This is an optimization exercise on Yosys and OpenROAD, whose aim is small area, not a production implementation. At most, simulation tests tie the RTL to the original design; equivalence was not proved. Only the layout flow was run in run 1; the RTL was not checked for function there. Power and IR drop assume default switching activity.

### design/flow/design.v
package requant_pkg;
    localparam int ACC_W   = 22;
    localparam int MANT_W  = 9;
    localparam int PROD_W  = 2 * MANT_W;
    localparam int ACT_W   = 8;
    localparam int SHIFT_W = 5;
    typedef logic signed [ACC_W-1:0] acc_t;
    typedef logic signed [MANT_W-1:0] mant_t;
    typedef logic signed [PROD_W-1:0] prod_t;
    typedef logic signed [ACT_W-1:0] act_t;
    typedef logic [SHIFT_W-1:0] shift_t;
    typedef enum logic [1:0] {
        WIN_13 = 2'd0,
        WIN_8  = 2'd1,
        WIN_5  = 2'd2,
        WIN_3  = 2'd3
    } win_lo_t;
    localparam act_t ACT_MAX = 8'sh7f;
    localparam act_t ACT_MIN = 8'sh80;
endpackage
`timescale 1ns/1ps
import requant_pkg::*;
module acc_normalize (
    input  logic [ACC_W-1:0]     a,
    output logic [MANT_W-1:0]    win,
    output logic [1:0]           sel
);
    logic run16, run13, run11;
    always_comb begin
        run16 = (a[ACC_W-1:16] == {6{a[ACC_W-1]}});
        run13 = (a[ACC_W-1:13] == {9{a[ACC_W-1]}});
        run11 = (a[ACC_W-1:11] == {11{a[ACC_W-1]}});
        if (!run16) begin
            sel = WIN_13;
            win = a[21:13];
        end else if (!run13) begin
            sel = WIN_8;
            win = a[16:8];
        end else if (!run11) begin
            sel = WIN_5;
            win = a[13:5];
        end else begin
            sel = WIN_3;
            win = a[11:3];
        end
    end
endmodule
`timescale 1ns/1ps
import requant_pkg::*;
module scale_table
#(
    parameter int DN     = 6,
    parameter int GROUPS = 4
) (
    input  logic                        clk,
    input  logic                        rst_n,
    input  logic                        scale_we,
    input  logic [$clog2(GROUPS)-1:0]   scale_addr,
    input  logic [DN*MANT_W-1:0]        scale_wdata,
    input  logic [$clog2(GROUPS)-1:0]   grp,
    output logic [DN*MANT_W-1:0]        rd_scale,
    output logic                        rd_zero
);
    localparam int WW = DN * MANT_W;
    logic [GROUPS*WW-1:0] mem;
    logic [GROUPS-1:0]    wr_seen;
    for (genvar g = 0; g < GROUPS; g++) begin : g_word
        always_ff @(posedge clk) begin
            if (scale_we && scale_addr == g) begin
                mem[g*WW +: WW] <= scale_wdata;
            end
        end
        always_ff @(posedge clk or negedge rst_n) begin
            if (!rst_n) begin
                wr_seen[g] <= 1'b0;
            end else if (scale_we && scale_addr == g) begin
                wr_seen[g] <= 1'b1;
            end
        end
    end
    assign rd_scale = mem[grp*WW +: WW];
    assign rd_zero  = !wr_seen[grp];
endmodule
`timescale 1ns/1ps
import requant_pkg::*;
module requant_lanes (
    input  logic [PROD_W-1:0]    prod,
    input  logic [SHIFT_W-1:0]   sh,
    input  logic                 zero_scale,
    input  logic                 relu_en,
    output logic [ACT_W-1:0]     res
);
    logic               sgn;
    logic [26:0]        ext;
    logic [26:0]        win;
    logic [7:0]         f8;
    logic               g;
    logic               fits;
    logic [17:7]        run;
    logic [7:0]         cy;
    logic               p01, p23, p45, p0123;
    logic               zero;
    always_comb begin
        sgn = prod[PROD_W-1];
        ext = {{8{sgn}}, prod, 1'b0};
        win = ext >> sh;
        g   = win[0];
        f8  = win[8:1];
        run[17] = 1'b1;
        for (int k = 16; k >= 7; k--) begin
            run[k] = run[k+1] & (prod[k] == sgn);
        end
        fits = (sh >= 5'd10) ? 1'b1 : run[sh + 5'd7];
        zero = (sh >= 5'd18) || zero_scale || (relu_en && sgn);
        p01   = f8[0] & f8[1];
        p23   = f8[2] & f8[3];
        p45   = f8[4] & f8[5];
        p0123 = p01 & p23;
        cy[0] = g;
        cy[1] = g & f8[0];
        cy[2] = g & p01;
        cy[3] = g & p01 & f8[2];
        cy[4] = g & p0123;
        cy[5] = g & p0123 & f8[4];
        cy[6] = g & p0123 & p45;
        cy[7] = g & p0123 & p45 & f8[6];
        if (zero) begin
            res = '0;
        end else if (!fits || (cy[7] && !f8[7])) begin
            res = sgn ? ACT_MIN : ACT_MAX;
        end else begin
            res = f8 ^ cy[7:0];
        end
    end
endmodule
`timescale 1ns/1ps
module bw_mul9 (
    input  logic [8:0] a,
    input  logic [8:0] b,
    output logic [17:0] p
);
    logic pp_0_0;
    logic pp_0_1;
    logic pp_0_2;
    logic pp_0_3;
    logic pp_0_4;
    logic pp_0_5;
    logic pp_0_6;
    logic pp_0_7;
    logic pp_0_8;
    logic pp_1_0;
    logic pp_1_1;
    logic pp_1_2;
    logic pp_1_3;
    logic pp_1_4;
    logic pp_1_5;
    logic pp_1_6;
    logic pp_1_7;
    logic pp_1_8;
    logic pp_2_0;
    logic pp_2_1;
    logic pp_2_2;
    logic pp_2_3;
    logic pp_2_4;
    logic pp_2_5;
    logic pp_2_6;
    logic pp_2_7;
    logic pp_2_8;
    logic pp_3_0;
    logic pp_3_1;
    logic pp_3_2;
    logic pp_3_3;
    logic pp_3_4;
    logic pp_3_5;
    logic pp_3_6;
    logic pp_3_7;
    logic pp_3_8;
    logic pp_4_0;
    logic pp_4_1;
    logic pp_4_2;
    logic pp_4_3;
    logic pp_4_4;
    logic pp_4_5;
    logic pp_4_6;
    logic pp_4_7;
    logic pp_4_8;
    logic pp_5_0;
    logic pp_5_1;
    logic pp_5_2;
    logic pp_5_3;
    logic pp_5_4;
    logic pp_5_5;
    logic pp_5_6;
    logic pp_5_7;
    logic pp_5_8;
    logic pp_6_0;
    logic pp_6_1;
    logic pp_6_2;
    logic pp_6_3;
    logic pp_6_4;
    logic pp_6_5;
    logic pp_6_6;
    logic pp_6_7;
    logic pp_6_8;
    logic pp_7_0;
    logic pp_7_1;
    logic pp_7_2;
    logic pp_7_3;
    logic pp_7_4;
    logic pp_7_5;
    logic pp_7_6;
    logic pp_7_7;
    logic pp_7_8;
    logic pp_8_0;
    logic pp_8_1;
    logic pp_8_2;
    logic pp_8_3;
    logic pp_8_4;
    logic pp_8_5;
    logic pp_8_6;
    logic pp_8_7;
    logic pp_8_8;
    logic s0;
    logic c0;
    logic s1;
    logic c1;
    logic s2;
    logic c2;
    logic s3;
    logic c3;
    logic s4;
    logic c4;
    logic s5;
    logic c5;
    logic s6;
    logic c6;
    logic s7;
    logic c7;
    logic s8;
    logic c8;
    logic s9;
    logic c9;
    logic s10;
    logic c10;
    logic s11;
    logic c11;
    logic s12;
    logic c12;
    logic s13;
    logic c13;
    logic s14;
    logic c14;
    logic s15;
    logic c15;
    logic s16;
    logic c16;
    logic s17;
    logic c17;
    logic s18;
    logic c18;
    logic s19;
    logic c19;
    logic s20;
    logic c20;
    logic s21;
    logic c21;
    logic s22;
    logic c22;
    logic s23;
    logic c23;
    logic s24;
    logic c24;
    logic s25;
    logic c25;
    logic s26;
    logic c26;
    logic s27;
    logic c27;
    logic s28;
    logic c28;
    logic s29;
    logic c29;
    logic s30;
    logic c30;
    logic s31;
    logic c31;
    logic s32;
    logic c32;
    logic s33;
    logic c33;
    logic s34;
    logic c34;
    logic s35;
    logic c35;
    logic s36;
    logic c36;
    logic s37;
    logic c37;
    logic s38;
    logic c38;
    logic s39;
    logic c39;
    logic s40;
    logic c40;
    logic s41;
    logic c41;
    logic s42;
    logic c42;
    logic s43;
    logic c43;
    logic s44;
    logic c44;
    logic s45;
    logic c45;
    logic s46;
    logic c46;
    logic s47;
    logic c47;
    logic s48;
    logic c48;
    logic s49;
    logic c49;
    logic s50;
    logic c50;
    logic s51;
    logic c51;
    logic s52;
    logic c52;
    logic s53;
    logic c53;
    logic s54;
    logic c54;
    logic s55;
    logic c55;
    assign pp_0_0 = a[0] & b[0];
    assign pp_0_1 = a[0] & b[1];
    assign pp_0_2 = a[0] & b[2];
    assign pp_0_3 = a[0] & b[3];
    assign pp_0_4 = a[0] & b[4];
    assign pp_0_5 = a[0] & b[5];
    assign pp_0_6 = a[0] & b[6];
    assign pp_0_7 = a[0] & b[7];
    assign pp_0_8 = ~(a[0] & b[8]);
    assign pp_1_0 = a[1] & b[0];
    assign pp_1_1 = a[1] & b[1];
    assign pp_1_2 = a[1] & b[2];
    assign pp_1_3 = a[1] & b[3];
    assign pp_1_4 = a[1] & b[4];
    assign pp_1_5 = a[1] & b[5];
    assign pp_1_6 = a[1] & b[6];
    assign pp_1_7 = a[1] & b[7];
    assign pp_1_8 = ~(a[1] & b[8]);
    assign pp_2_0 = a[2] & b[0];
    assign pp_2_1 = a[2] & b[1];
    assign pp_2_2 = a[2] & b[2];
    assign pp_2_3 = a[2] & b[3];
    assign pp_2_4 = a[2] & b[4];
    assign pp_2_5 = a[2] & b[5];
    assign pp_2_6 = a[2] & b[6];
    assign pp_2_7 = a[2] & b[7];
    assign pp_2_8 = ~(a[2] & b[8]);
    assign pp_3_0 = a[3] & b[0];
    assign pp_3_1 = a[3] & b[1];
    assign pp_3_2 = a[3] & b[2];
    assign pp_3_3 = a[3] & b[3];
    assign pp_3_4 = a[3] & b[4];
    assign pp_3_5 = a[3] & b[5];
    assign pp_3_6 = a[3] & b[6];
    assign pp_3_7 = a[3] & b[7];
    assign pp_3_8 = ~(a[3] & b[8]);
    assign pp_4_0 = a[4] & b[0];
    assign pp_4_1 = a[4] & b[1];
    assign pp_4_2 = a[4] & b[2];
    assign pp_4_3 = a[4] & b[3];
    assign pp_4_4 = a[4] & b[4];
    assign pp_4_5 = a[4] & b[5];
    assign pp_4_6 = a[4] & b[6];
    assign pp_4_7 = a[4] & b[7];
    assign pp_4_8 = ~(a[4] & b[8]);
    assign pp_5_0 = a[5] & b[0];
    assign pp_5_1 = a[5] & b[1];
    assign pp_5_2 = a[5] & b[2];
    assign pp_5_3 = a[5] & b[3];
    assign pp_5_4 = a[5] & b[4];
    assign pp_5_5 = a[5] & b[5];
    assign pp_5_6 = a[5] & b[6];
    assign pp_5_7 = a[5] & b[7];
    assign pp_5_8 = ~(a[5] & b[8]);
    assign pp_6_0 = a[6] & b[0];
    assign pp_6_1 = a[6] & b[1];
    assign pp_6_2 = a[6] & b[2];
    assign pp_6_3 = a[6] & b[3];
    assign pp_6_4 = a[6] & b[4];
    assign pp_6_5 = a[6] & b[5];
    assign pp_6_6 = a[6] & b[6];
    assign pp_6_7 = a[6] & b[7];
    assign pp_6_8 = ~(a[6] & b[8]);
    assign pp_7_0 = a[7] & b[0];
    assign pp_7_1 = a[7] & b[1];
    assign pp_7_2 = a[7] & b[2];
    assign pp_7_3 = a[7] & b[3];
    assign pp_7_4 = a[7] & b[4];
    assign pp_7_5 = a[7] & b[5];
    assign pp_7_6 = a[7] & b[6];
    assign pp_7_7 = a[7] & b[7];
    assign pp_7_8 = ~(a[7] & b[8]);
    assign pp_8_0 = ~(a[8] & b[0]);
    assign pp_8_1 = ~(a[8] & b[1]);
    assign pp_8_2 = ~(a[8] & b[2]);
    assign pp_8_3 = ~(a[8] & b[3]);
    assign pp_8_4 = ~(a[8] & b[4]);
    assign pp_8_5 = ~(a[8] & b[5]);
    assign pp_8_6 = ~(a[8] & b[6]);
    assign pp_8_7 = ~(a[8] & b[7]);
    assign pp_8_8 = a[8] & b[8];
    assign s0 = pp_0_6 ^ pp_1_5;
    assign c0 = pp_0_6 & pp_1_5;
    assign s1 = pp_0_7 ^ pp_1_6 ^ pp_2_5;
    assign c1 = (pp_0_7 & pp_1_6) | (pp_0_7 & pp_2_5) | (pp_1_6 & pp_2_5);
    assign s2 = pp_3_4 ^ pp_4_3;
    assign c2 = pp_3_4 & pp_4_3;
    assign s3 = pp_0_8 ^ pp_1_7 ^ pp_2_6;
    assign c3 = (pp_0_8 & pp_1_7) | (pp_0_8 & pp_2_6) | (pp_1_7 & pp_2_6);
    assign s4 = pp_3_5 ^ pp_4_4 ^ pp_5_3;
    assign c4 = (pp_3_5 & pp_4_4) | (pp_3_5 & pp_5_3) | (pp_4_4 & pp_5_3);
    assign s5 = pp_6_2 ^ pp_7_1;
    assign c5 = pp_6_2 & pp_7_1;
    assign s6 = pp_1_8 ^ pp_2_7 ^ pp_3_6;
    assign c6 = (pp_1_8 & pp_2_7) | (pp_1_8 & pp_3_6) | (pp_2_7 & pp_3_6);
    assign s7 = pp_4_5 ^ pp_5_4 ^ pp_6_3;
    assign c7 = (pp_4_5 & pp_5_4) | (pp_4_5 & pp_6_3) | (pp_5_4 & pp_6_3);
    assign s8 = pp_7_2 ^ pp_8_1 ^ 1'b1;
    assign c8 = (pp_7_2 & pp_8_1) | (pp_7_2 & 1'b1) | (pp_8_1 & 1'b1);
    assign s9 = pp_2_8 ^ pp_3_7 ^ pp_4_6;
    assign c9 = (pp_2_8 & pp_3_7) | (pp_2_8 & pp_4_6) | (pp_3_7 & pp_4_6);
    assign s10 = pp_5_5 ^ pp_6_4 ^ pp_7_3;
    assign c10 = (pp_5_5 & pp_6_4) | (pp_5_5 & pp_7_3) | (pp_6_4 & pp_7_3);
    assign s11 = pp_3_8 ^ pp_4_7 ^ pp_5_6;
    assign c11 = (pp_3_8 & pp_4_7) | (pp_3_8 & pp_5_6) | (pp_4_7 & pp_5_6);
    assign s12 = pp_0_4 ^ pp_1_3;
    assign c12 = pp_0_4 & pp_1_3;
    assign s13 = pp_0_5 ^ pp_1_4 ^ pp_2_3;
    assign c13 = (pp_0_5 & pp_1_4) | (pp_0_5 & pp_2_3) | (pp_1_4 & pp_2_3);
    assign s14 = pp_3_2 ^ pp_4_1;
    assign c14 = pp_3_2 & pp_4_1;
    assign s15 = pp_2_4 ^ pp_3_3 ^ pp_4_2;
    assign c15 = (pp_2_4 & pp_3_3) | (pp_2_4 & pp_4_2) | (pp_3_3 & pp_4_2);
    assign s16 = pp_5_1 ^ pp_6_0 ^ s0;
    assign c16 = (pp_5_1 & pp_6_0) | (pp_5_1 & s0) | (pp_6_0 & s0);
    assign s17 = pp_5_2 ^ pp_6_1 ^ pp_7_0;
    assign c17 = (pp_5_2 & pp_6_1) | (pp_5_2 & pp_7_0) | (pp_6_1 & pp_7_0);
    assign s18 = c0 ^ s1 ^ s2;
    assign c18 = (c0 & s1) | (c0 & s2) | (s1 & s2);
    assign s19 = pp_8_0 ^ c1 ^ c2;
    assign c19 = (pp_8_0 & c1) | (pp_8_0 & c2) | (c1 & c2);
    assign s20 = s3 ^ s4 ^ s5;
    assign c20 = (s3 & s4) | (s3 & s5) | (s4 & s5);
    assign s21 = c3 ^ c4 ^ c5;
    assign c21 = (c3 & c4) | (c3 & c5) | (c4 & c5);
    assign s22 = s6 ^ s7 ^ s8;
    assign c22 = (s6 & s7) | (s6 & s8) | (s7 & s8);
    assign s23 = pp_8_2 ^ c6 ^ c7;
    assign c23 = (pp_8_2 & c6) | (pp_8_2 & c7) | (c6 & c7);
    assign s24 = c8 ^ s9 ^ s10;
    assign c24 = (c8 & s9) | (c8 & s10) | (s9 & s10);
    assign s25 = pp_6_5 ^ pp_7_4 ^ pp_8_3;
    assign c25 = (pp_6_5 & pp_7_4) | (pp_6_5 & pp_8_3) | (pp_7_4 & pp_8_3);
    assign s26 = c9 ^ c10 ^ s11;
    assign c26 = (c9 & c10) | (c9 & s11) | (c10 & s11);
    assign s27 = pp_4_8 ^ pp_5_7 ^ pp_6_6;
    assign c27 = (pp_4_8 & pp_5_7) | (pp_4_8 & pp_6_6) | (pp_5_7 & pp_6_6);
    assign s28 = pp_7_5 ^ pp_8_4 ^ c11;
    assign c28 = (pp_7_5 & pp_8_4) | (pp_7_5 & c11) | (pp_8_4 & c11);
    assign s29 = pp_5_8 ^ pp_6_7 ^ pp_7_6;
    assign c29 = (pp_5_8 & pp_6_7) | (pp_5_8 & pp_7_6) | (pp_6_7 & pp_7_6);
    assign s30 = pp_0_3 ^ pp_1_2;
    assign c30 = pp_0_3 & pp_1_2;
    assign s31 = pp_2_2 ^ pp_3_1 ^ pp_4_0;
    assign c31 = (pp_2_2 & pp_3_1) | (pp_2_2 & pp_4_0) | (pp_3_1 & pp_4_0);
    assign s32 = pp_5_0 ^ c12 ^ s13;
    assign c32 = (pp_5_0 & c12) | (pp_5_0 & s13) | (c12 & s13);
    assign s33 = c13 ^ c14 ^ s15;
    assign c33 = (c13 & c14) | (c13 & s15) | (c14 & s15);
    assign s34 = c15 ^ c16 ^ s17;
    assign c34 = (c15 & c16) | (c15 & s17) | (c16 & s17);
    assign s35 = c17 ^ c18 ^ s19;
    assign c35 = (c17 & c18) | (c17 & s19) | (c18 & s19);
    assign s36 = c19 ^ c20 ^ s21;
    assign c36 = (c19 & c20) | (c19 & s21) | (c20 & s21);
    assign s37 = c21 ^ c22 ^ s23;
    assign c37 = (c21 & c22) | (c21 & s23) | (c22 & s23);
    assign s38 = c23 ^ c24 ^ s25;
    assign c38 = (c23 & c24) | (c23 & s25) | (c24 & s25);
    assign s39 = c25 ^ c26 ^ s27;
    assign c39 = (c25 & c26) | (c25 & s27) | (c26 & s27);
    assign s40 = pp_8_5 ^ c27 ^ c28;
    assign c40 = (pp_8_5 & c27) | (pp_8_5 & c28) | (c27 & c28);
    assign s41 = pp_6_8 ^ pp_7_7 ^ pp_8_6;
    assign c41 = (pp_6_8 & pp_7_7) | (pp_6_8 & pp_8_6) | (pp_7_7 & pp_8_6);
    assign s42 = pp_0_2 ^ pp_1_1;
    assign c42 = pp_0_2 & pp_1_1;
    assign s43 = pp_2_1 ^ pp_3_0 ^ s30;
    assign c43 = (pp_2_1 & pp_3_0) | (pp_2_1 & s30) | (pp_3_0 & s30);
    assign s44 = s12 ^ c30 ^ s31;
    assign c44 = (s12 & c30) | (s12 & s31) | (c30 & s31);
    assign s45 = s14 ^ c31 ^ s32;
    assign c45 = (s14 & c31) | (s14 & s32) | (c31 & s32);
    assign s46 = s16 ^ c32 ^ s33;
    assign c46 = (s16 & c32) | (s16 & s33) | (c32 & s33);
    assign s47 = s18 ^ c33 ^ s34;
    assign c47 = (s18 & c33) | (s18 & s34) | (c33 & s34);
    assign s48 = s20 ^ c34 ^ s35;
    assign c48 = (s20 & c34) | (s20 & s35) | (c34 & s35);
    assign s49 = s22 ^ c35 ^ s36;
    assign c49 = (s22 & c35) | (s22 & s36) | (c35 & s36);
    assign s50 = s24 ^ c36 ^ s37;
    assign c50 = (s24 & c36) | (s24 & s37) | (c36 & s37);
    assign s51 = s26 ^ c37 ^ s38;
    assign c51 = (s26 & c37) | (s26 & s38) | (c37 & s38);
    assign s52 = s28 ^ c38 ^ s39;
    assign c52 = (s28 & c38) | (s28 & s39) | (c38 & s39);
    assign s53 = s29 ^ c39 ^ s40;
    assign c53 = (s29 & c39) | (s29 & s40) | (c39 & s40);
    assign s54 = c29 ^ c40 ^ s41;
    assign c54 = (c29 & c40) | (c29 & s41) | (c40 & s41);
    assign s55 = pp_7_8 ^ pp_8_7 ^ c41;
    assign c55 = (pp_7_8 & pp_8_7) | (pp_7_8 & c41) | (pp_8_7 & c41);
    logic [17:0] r0, r1;
    assign r0 = {1'b1, pp_8_8, c54, c53, c52, c51, c50, c49, c48, c47, c46, c45, c44, c43, c42, pp_2_0, pp_0_1, pp_0_0};
    assign r1 = {1'b0, c55, s55, s54, s53, s52, s51, s50, s49, s48, s47, s46, s45, s44, s43, s42, pp_1_0, 1'b0};
    assign p = r0 + r1;
endmodule
`timescale 1ns/1ps
import requant_pkg::*;
module requant_top
#(
    parameter int DN     = 6,
    parameter int GROUPS = 4
) (
    input  logic                        clk,
    input  logic                        rst_n,
    input  logic [DN*ACC_W-1:0]         acc_data,
    input  logic                        acc_valid,
    input  logic [$clog2(GROUPS)-1:0]   grp,
    input  logic [SHIFT_W-1:0]          n,
    input  logic                        relu_en,
    input  logic                        scale_we,
    input  logic [$clog2(GROUPS)-1:0]   scale_addr,
    input  logic [DN*MANT_W-1:0]        scale_wdata,
    output logic [DN*ACT_W-1:0]         act_data,
    output logic                        act_valid
);
    logic [DN*MANT_W-1:0] rd_scale;
    logic                 rd_zero;
    scale_table #(
        .DN          (DN),
        .GROUPS      (GROUPS)
    ) u_scale_table (
        .clk         (clk),
        .rst_n       (rst_n),
        .scale_we    (scale_we),
        .scale_addr  (scale_addr),
        .scale_wdata (scale_wdata),
        .grp         (grp),
        .rd_scale    (rd_scale),
        .rd_zero     (rd_zero)
    );
    logic relu_q;
    logic zero_q;
    always_ff @(posedge clk) begin
        relu_q <= relu_en;
        zero_q <= rd_zero;
    end
    for (genvar i = 0; i < DN; i++) begin : g_lane
        logic [MANT_W-1:0]  win;
        logic [1:0]         sel;
        logic [SHIFT_W-1:0] lo;
        logic [PROD_W-1:0]  prod;
        logic [PROD_W-1:0]  prod_q;
        logic [SHIFT_W-1:0] sh_q;
        acc_normalize u_norm (
            .a   (acc_data[i*ACC_W +: ACC_W]),
            .win (win),
            .sel (sel)
        );
        bw_mul9 u_mul (
            .a (win),
            .b (rd_scale[i*MANT_W +: MANT_W]),
            .p (prod)
        );
        always_comb begin
            case (sel)
                WIN_8:   lo = 5'd8;
                WIN_5:   lo = 5'd5;
                WIN_3:   lo = 5'd3;
                default: lo = 5'd13;
            endcase
        end
        always_ff @(posedge clk) begin
            prod_q <= prod;
            sh_q   <= n - lo;
        end
        requant_lanes u_lane (
            .prod       (prod_q),
            .sh         (sh_q),
            .zero_scale (zero_q),
            .relu_en    (relu_q),
            .res        (act_data[i*ACT_W +: ACT_W])
        );
    end
    always_ff @(posedge clk or negedge rst_n) begin
        if (!rst_n) begin
            act_valid <= 1'b0;
        end else begin
            act_valid <= acc_valid;
        end
    end
endmodule
### design/flow/standard.sh
#!/bin/bash
# synth_recipe.tcl (not shown) runs the flow's synth.tcl, then flattens the netlist and writes it again
# the make line also repeats each setting of config.mk as NAME=value (left out here)
make -C /OpenROAD-flow-scripts/flow DESIGN_CONFIG=/design/flow/config.mk WORK_HOME=/design/flow/orfs CLKGATE_MAP_FILE= SYNTH_SCRIPT=/design/flow/synth_recipe.tcl "${@:-finish}"
### design/flow/flow/run.sh
#!/bin/bash
# Standard ORFS layout with two changes: ports are buffered with the smallest
# buffer instead of a delay cell, and after global-route timing repair the
# non-critical cells are downsized again (ORFS power recovery).
set -euo pipefail
export BUFFER_PORTS_ARGS="-buffer_cell sky130_fd_sc_hd__buf_1"
export RECOVER_POWER=100
bash standard.sh > standard.log 2>&1
### design/flow/constraint.sdc
create_clock -name core_clock -period 6.5 [get_ports {clk}]
set_input_delay 1.3000 -clock core_clock [delete_from_list [all_inputs] [get_ports {clk}]]
set_output_delay 1.3000 -clock core_clock [all_outputs]
set_load 0.01 [all_outputs]
### design/flow/config.mk
export PLATFORM = sky130hd
export DESIGN_NAME = requant_top
export DESIGN_NICKNAME = requant_top
export VERILOG_FILES = /design/flow/design.v
export SDC_FILE = /design/flow/constraint.sdc
export NUM_CORES = 4
export LEC_CHECK = 0
export CAP_MARGIN = 20
export CORE_MARGIN = 2
export CORE_UTILIZATION = 40
export GPL_TIMING_DRIVEN = 0
export SLEW_MARGIN = 20
==> results of run 1 <==
kinds of logic after synthesis:
group                    after synthesis  share of synthesized area (%)
flip-flops                           361                          24.97
multiplexers                         334                          13.43
AO/OA/AOI/OAI                        786                          13.72
XOR/XNOR                             120                          2.787
buffers and inverters                677                          7.055
adder cells (fa/ha/maj)              510                          22.90
AND/OR/NAND/NOR                     1180                          15.15
per-stage QoR:
step	util (%)	power, uW	TNS (ps)	hold WS (ps)
2_1_floorplan	-	11150	-42.87	433.7
4_1_cts	45.06	15610	-31.40	470.2
6_report	45.78	15730	0	473.8
3_3_place_gp	43.04	13190	-209160	447.3
5_1_grt	45.76	17250	-52.44	484.7
3_5_place_dp	43.27	13290	-57970	455.6
final cells by class:
| type | count | share of cell area [%] |
|---|---|---|
| multi-input cells | 2933 | 61.60 |
| flip-flops and latches | 361 | 22.04 |
| inverters | 521 | 4.577 |
| well taps | 1254 | 3.672 |
| repair buffers | 293 | 3.110 |
| clock buffers | 52 | 2.621 |
| plain buffers | 156 | 1.898 |
| clock inverters | 25 | 0.3953 |
| diodes | 16 | 0.09371 |
layout by cell type, fill, tap and decap left out, drive strengths merged, types with 140 or more instances in the layout:
cell / instances
inv: 516
nand2: 365
buf: 358
fa: 300
nor2: 298
edfxtp: 216
ha: 210
a21oi: 198
o21ai: 181
mux2i: 148
clkbuf: 143
dfxtp: 140
critical path, cell delays in order:
cell and delay (ps):
buf_1 80, clkbuf_2 190, or2_2 380, o31ai_4 300, nor2_1 90, a31oi_2 230, mux2i_4 180, nand2b_1 230
fa_1 470, fa_1 510, inv_1 60, fa_1 530, inv_1 50, fa_1 520, inv_1 40, ha_1 200
or3_1 310, o22ai_1 180, a211oi_1 110, o31ai_2 370, o21ai_1 160, o41ai_1 290
per-layer routing:
| layer | vias to the layer above | part of all wire, % | global-route usage, % |
|---|---|---|---|
| li1 | 14492 | - | - |
| met1 | 14907 | 44 | 28.52 |
| met2 | 833 | 46 | 33.84 |
| met3 | 187 | 5.9 | 3.599 |
| met4 | 32 | 3.3 | 6.961 |
| met5 | - | 0.19 | 0 |
power groups by stage:
| stage | sequential [uW] | clock, uW | combinational [uW] |
|---|---|---|---|
| floorplan | 3310 | 0 | 7840 |
| global placement | 3490 | 0 | 9700 |
| detailed placement | 3500 | 0 | 9780 |
| CTS | 3450 | 2260 | 9890 |
| global route | 3530 | 2350 | 11400 |
| finish | 3470 | 2200 | 10100 |
final timing paths:
kind / to / cells past startpoint / from
max: g_lane[4].prod_q[17] / 22 / acc_data[109]
min: u_scale_table.wr_seen[3] / 1 / u_scale_table.wr_seen[3]
max reg2reg: g_lane[1].prod_q[16] / 16 / u_scale_table.mem[123]
min reg2reg: u_scale_table.wr_seen[3] / 1 / u_scale_table.wr_seen[3]
max in group asynchronous: u_scale_table.wr_seen[3] / 1 / rst_n
min in group asynchronous: u_scale_table.wr_seen[1] / 1 / rst_n
state kept, by name (all words and copies together), names as in the netlist:
| register | flops |
|---|---|
| act_valid | 1 |
| u_scale_table.wr_seen | 4 |
| zero_q | 1 |
| u_scale_table.mem | 216 |
| relu_q | 1 |
| g_lane.sh_q | 30 |
| g_lane.prod_q | 108 |
timing repair:
item,CTS,global route
setup endpoints to repair,48,31
pin swaps,3,24
cloned,0,3
buffers inserted,12,41
hold endpoints to repair,0,0
gates resized for setup,75,125
==> metrics.yaml, run 1 <==
wl_per_cell_um: 18.55
start_util_pct: 40.40
grt.overflow.total: 0
antenna_found_initial: 41
rsz0062_at_grt: "true"
async_flop_share_pct: 1.385
cts_root_buf: "clkbuf_16"
seq_power_share_pct: 22.1
synth_nets: 4678
synthFlopType: "edfxtp_1"
multiInputGateArea_um2: 26320
skew_ps: 15.47
critPathMaxFanout: 10
p_sw_share_pct: 43.95
holdCritPathClass: "flop to flop"
route.vias.total: 30451
clkLatencyLatePin_ps: 570
cp-start-kind: "input pin"
place_hpwl_um: 80260
rows: 112
synth_top_area_share_pct: 17.20
max_slew_margin_pct: -97.91
fin_ws_ps: 175.2
required_ps: 6950
grt_pass1_vias: 29530
yosysSeqAreaShare_pct: 24.97
fin_cells: 5611
ioPinCount: 249
cts_buffers: 43
cts_tree: "done"
seq_area_um2: 9415
ir_drop_mv: 0.2078
yosysMostFrequentCell: "inv_1"
place_congestion: 0.9350
grt_max_degree: 44
syn_area_um2: 37700
clock_sinks: 361
tightest_slew_ps: 2969
finalCritPeriodShare_pct: 97.30
r2r_setup_slack_ps: 1380
synthDistinctLibCells: 90
grt_pass1_wl_um: 163500
via_per_inst: 5.427
layout_min_cycle_time_ps: 6325
fmax_ghz: 0.1581
hold_viol_final: 0
postPlaceCellArea_um2: 40380
setup_viol: 0
dp_cells: 5462
combinationalPowerShare_pct: 64.0
syn_area_per_cell_um2: 9.502
power.density_nw_per_um2: 368.2
drtIter0Drc: 2182
core-area_um2: 93330
stdcell_area_um2: 42730
totalWireLength_um: 104100
p_leak_uw: 0.01789
synth_edf_count: 216
synth_top_cell_by_area: "edfxtp_1"
failed_checks: "capacitance limit, slew limit"
drive_gt1_share_pct: 12.51
cts_hold_buf: 0
postRouteAntennaNets: 0
groute.usage.overall_pct: 20.95
yosys_warnings: 4
syn_inst: 3968
p_sw_uw: 6914
nNetsFinal: 5019
area_delta_synth_final_pct: 13.32
maxCapViolCount: 3
numPortBuffers: 228
pwr-share-clk_pct: 14.0
internal_power_uw: 8818
synthTopCellsByCount: "inv_1, nand2_1, fa_1"
remaining_drc_errors: 0
clk_path_buf_depth: 3
fillers: 9097
post-place-ws_ps: -1674
h-tree-depth: 2
dieArea_um2: 96730
clk_pin_slew_ps: 60
ys_seq_elements: 361
synthTopCellsByArea: "edfxtp_1, fa_1, mux4_2, dfxtp_1, ha_1"
path_class: "input pin to flop"
die_x_um: 311.0
detailedRoute.firstPassIterationCount: 5
end_kind: "flop"
die_h_um: 311.0
arrival_ps: 6780
status: "failed layout checks"
slew_violations: 102
==> run 2, diff against run 1 <==
--- a/design/flow/design.v
+++ b/design/flow/design.v
@@ -97,8 +97,7 @@
     logic               g;
     logic               fits;
     logic [17:7]        run;
-    logic [7:0]         cy;
-    logic               p01, p23, p45, p0123;
+    logic [8:0]         cy;
     logic               zero;
     always_comb begin
         sgn = prod[PROD_W-1];
@@ -112,18 +111,12 @@
         end
         fits = (sh >= 5'd10) ? 1'b1 : run[sh + 5'd7];
         zero = (sh >= 5'd18) || zero_scale || (relu_en && sgn);
-        p01   = f8[0] & f8[1];
-        p23   = f8[2] & f8[3];
-        p45   = f8[4] & f8[5];
-        p0123 = p01 & p23;
-        cy[0] = g;
-        cy[1] = g & f8[0];
-        cy[2] = g & p01;
-        cy[3] = g & p01 & f8[2];
-        cy[4] = g & p0123;
-        cy[5] = g & p0123 & f8[4];
-        cy[6] = g & p0123 & p45;
-        cy[7] = g & p0123 & p45 & f8[6];
+        for (int k = 0; k <= 8; k++) begin
+            cy[k] = g;
+            for (int j = 0; j < k; j++) begin
+                cy[k] = cy[k] & f8[j];
+            end
+        end
         if (zero) begin
             res = '0;
         end else if (!fits || (cy[7] && !f8[7])) begin
==> design/flow/run.sh (new file) <==
#!/bin/bash
# synth_recipe.tcl (not shown) runs the flow's synth.tcl, then flattens the netlist and writes it again
# the make line also repeats each setting of config.mk as NAME=value (left out here)
make -C /OpenROAD-flow-scripts/flow DESIGN_CONFIG=/design/flow/config.mk WORK_HOME=/design/flow/orfs CLKGATE_MAP_FILE= SYNTH_SCRIPT=/design/flow/synth_recipe.tcl finish
removed: design/flow/flow/run.sh
removed: design/flow/standard.sh
==> run 2 against run 1 <==
  * Now clean on timing, DRC and antenna
  * Wire length decreased by 0.91%
  * Largest power group unchanged
  * Final area increased by 3.6%
  * Critical endpoint is now g_lane[5].prod_q[14]
  * Critical path depth decreased by 1
  * Synthesized cell count decreased by 1.9%
==> metrics.yaml, run 2 <==
critPathMaxFanout: 7
rsz0062_at_grt: "true"
path_class: "input pin to flop"
die_x_um: 306.7
drive_gt1_share_pct: 14.20
max_slew_margin_pct: 21.07
timing.critical_path.mode_cell: "fa_1"
fin_hold_ws_ps: 461.9
ioPinCount: 249
die_h_um: 306.7
cts_tree: "done"
dp_cells: 5316
remaining_drc_errors: 0
numPortBuffers: 226
end_kind: "flop"
multiInputGateArea_um2: 25810
synth_fa_ha_area_share_pct: 24.17
synthFlopType: "edfxtp_1"
nNetsFinal: 4968
h-tree-depth: 2
grt.overflow.total: 0
route.vias.total: 29948
cp-start-kind: "input pin"
start_util_pct: 40.16
holdCritPathClass: "flop to flop"
synth_top_area_share_pct: 17.70
synth_top_family_by_area: "adder cells"
clk_pin_slew_ps: 60
r2r-start: "u_scale_table.mem[0]"
yosys_warnings: 4
hold_end: "u_scale_table.wr_seen[3]"
dieArea_um2: 94050
place_hpwl_um: 78140
fin_util_pct: 48.50
fmax_ghz: 0.1573
cts_root_buf: "clkbuf_16"
top_layer: "met5"
grt_max_degree: 42
hold_viol_final: 0
critPathBufInv: 5
fin_cells: 5478
synth-xor-area-share_pct: 2.605
cp_slowest_stage_delay_ps: 540
drtIter0Drc: 2185
largest_register_ff_count: 216
arrival_ps: 6850
maxCapViolCount: 0
wl_met1_um: 45960
finalCritPeriodShare_pct: 97.78
top_regs: "u_scale_table.mem x216, g_lane.prod_q x108, g_lane.sh_q x30"
power.density_nw_per_um2: 365.8
area_delta_synth_final_pct: 20.76
antenna_found_initial: 33
path_delay_family: "adder cells"
required_ps: 6990
synthTopCellsByArea: "edfxtp_1, fa_1, ha_1, dfxtp_1, mux4_2"
core-area_um2: 91250
synth_edf_count: 216
detailedRoute.firstPassIterationCount: 5
tightest_slew_ps: 1180
groute.usage.overall_pct: 21.74
ir_drop_mv: 0.2148
synthTopCellsByCount: "inv_1, nand2_1, fa_1"
wl_met2_um: 48190
clkLatencyLatePin_ps: 600
final_common_cell: "inv_1"
yosysMostFrequentCell: "inv_1"
status: "timing/DRC/antenna clean"
syn_inst: 3892
grt_pass1_wl_um: 163900
dr_wl_met3_um: 6686
synthMuxAreaShare_pct: 10.53
clk_path_buf_depth: 3
postRouteAntennaNets: 0
cts_buffers: 43
totalWireLength_um: 103100
syn_area_um2: 36640
place_congestion: 0.9362
synthDistinctLibCells: 98
cts_hold_buf: 0
async_flop_share_pct: 1.385
yosysSeqAreaShare_pct: 25.69
seq_area_um2: 9442
whs_path_depth: 1
skew_ps: 23.07
p_leak_uw: 0.01938
layout_min_cycle_time_ps: 6355
synth_nets: 4620
wl_per_cell_um: 18.83
cp_cell_sequence: "clkdlybuf4s50_1 > or3_4 > o22a_4 > nor2_4 > inv_4 > o221ai_4 > nand2_2 > fa_1 > inv_1 > fa_1 > fa_1 > inv_1 > fa_1 > inv_1 > ha_1 > o21ai_2 > a21boi_2 > and3_1 > a211o_1 > a21oi_2 > xnor2_1"
ff2ff_path_depth: 16
r2r_setup_slack_ps: 1540
synth-simple-area-share_pct: 15.66
largest_register: "u_scale_table.mem"
synth_top_cell_by_area: "edfxtp_1"
via_per_inst: 5.467
rows: 111
fillers: 8476
crit_slowest_cell: "clkdlybuf4s50_1"
synth-compound-area-share_pct: 14.29
r2r-end: "g_lane[0].prod_q[16]"
grt_pass1_vias: 29717
min-delay-start: "u_scale_table.wr_seen[3]"
setup_viol: 0
final_cell_mix: "inv_1, nand2_1, fa_1"
ys_seq_elements: 361
syn_area_per_cell_um2: 9.415
slew_violations: 0
clock_sinks: 361
[run 2: routing by layer]
layer / global-route usage, % / vias to the layer above
met4: 5.506 / 28
met2: 35.54 / 806
met5: 0 / -
met3: 4.300 / 145
met1: 29.55 / 14746
li1: - / 14223
[run 2: worst reg2reg max path: stages (launching register included)]
cell and delay (ps):
edfxtp_1 360, mux2_2 270, o21ai_1 680, nor2_1 150, fa_1 560, inv_1 50, fa_1 500, fa_1 550
inv_1 40, ha_1 320, nor2_1 50, a21oi_1 190, nand4_1 200, a2111oi_4 450, a311o_1 260, a21oi_2 70
xnor2_1 130
[run 2: how the worst max path moves through the flow]
stage | startpoint | to | slack [ps] | cells past startpoint
after floorplan | acc_data[21] | g_lane[0].prod_q[16] | -20 | 19
after global placement | scale_we | u_scale_table.wr_seen[0] | -3400 | 3
after detailed placement | acc_data[14] | g_lane[0].prod_q[16] | -1440 | 19
after CTS | g_lane[4].sh_q[1] | act_data[38] | 1 | 21
after global routing | acc_data[78] | g_lane[3].prod_q[17] | -50 | 22
final | acc_data[128] | g_lane[5].prod_q[14] | 140 | 21
[run 2: final cells by class]
| cell class | count | area share [%] |
|---|---|---|
| Antenna cell | 17 | 0.09613 |
| Buffer | 141 | 2.143 |
| Clock buffer | 55 | 2.638 |
| Clock inverter | 25 | 0.8200 |
| Inverter | 507 | 4.315 |
| Multi-Input combinational cell | 2870 | 58.32 |
| Sequential cell | 361 | 21.34 |
| Tap cell | 1186 | 3.353 |
| Timing Repair Buffer | 316 | 6.981 |
[run 2: repair_timing]
action | in CTS | in global routing
pin swaps | 18 | 38
gates cloned | 0 | 3
endpoints found under the setup margin | 97 | 84
setup buffers | 40 | 37
gates resized for setup | 271 | 232
[run 2: kinds of logic (layout without fill, tap and decap cells)]
family / after synthesis / count (layout)
simple gates: 1172 / 1172
compound gates: 807 / 809
buf+inv: 664 / 1044
fa+ha+maj: 528 / 528
flops: 361 / 361
mux: 251 / 252
xor+xnor: 109 / 109
other cells: 0 / 17
[run 2: power breakdown]
part	internal, uW	switching [uW]
sequential	2960	433
combinational	4730	5510
clock	1540	1020
total	9220	6970
[run 2: through the flow]
step                      TNS (ps)  power, uW  worst slack [ps]  cell area [um^2]
after CTS                        0      15840             1.350             43270
after global routing        -134.2      17740            -50.25             44220
final                            0      16190             144.6             44250
after global placement     -246900      12910             -3397             40410
after floorplan             -15.74      10720            -15.74             36660
after detailed placement    -70700      13000             -1438             40630

[re-timing with driven ports]
How much do the figures lean on ideal ports? The routed layouts below were timed once more, with nothing changed but the port constraints.
Step 1 assumes that a clkbuf_16 drives the clock port and a buf_2 every other input.
Step 2 adds t to the input delays and takes it off the output delays; t is the mean of the earliest and latest rising clock arrival at the registers after step 1. Input paths then give back, and output paths get back, about the clock's delay inside the block.
Three values: ideal ports, drivers, drivers and shift; two values: the first two.
| run | shift t [ns] | setup WS [ns] | hold WS [ns] | worst setup path after step 2 | worst data-port slew with drivers (ns) |
|---|---|---|---|---|---|
| run 1 | 0.623 | 0.175 / 0.217 / -0.405 | 0.474 / 0.474 / 0.474 | input to register | 0.17 |
| run 2 | 0.645 | 0.145 / 0.137 / -0.501 | 0.462 / 0.462 / 0.462 | input to register | 0.17 |
For run 2, which loses most, drivers alone change the setup slack by -0.008 ns; drivers and shift together by -0.646 ns.
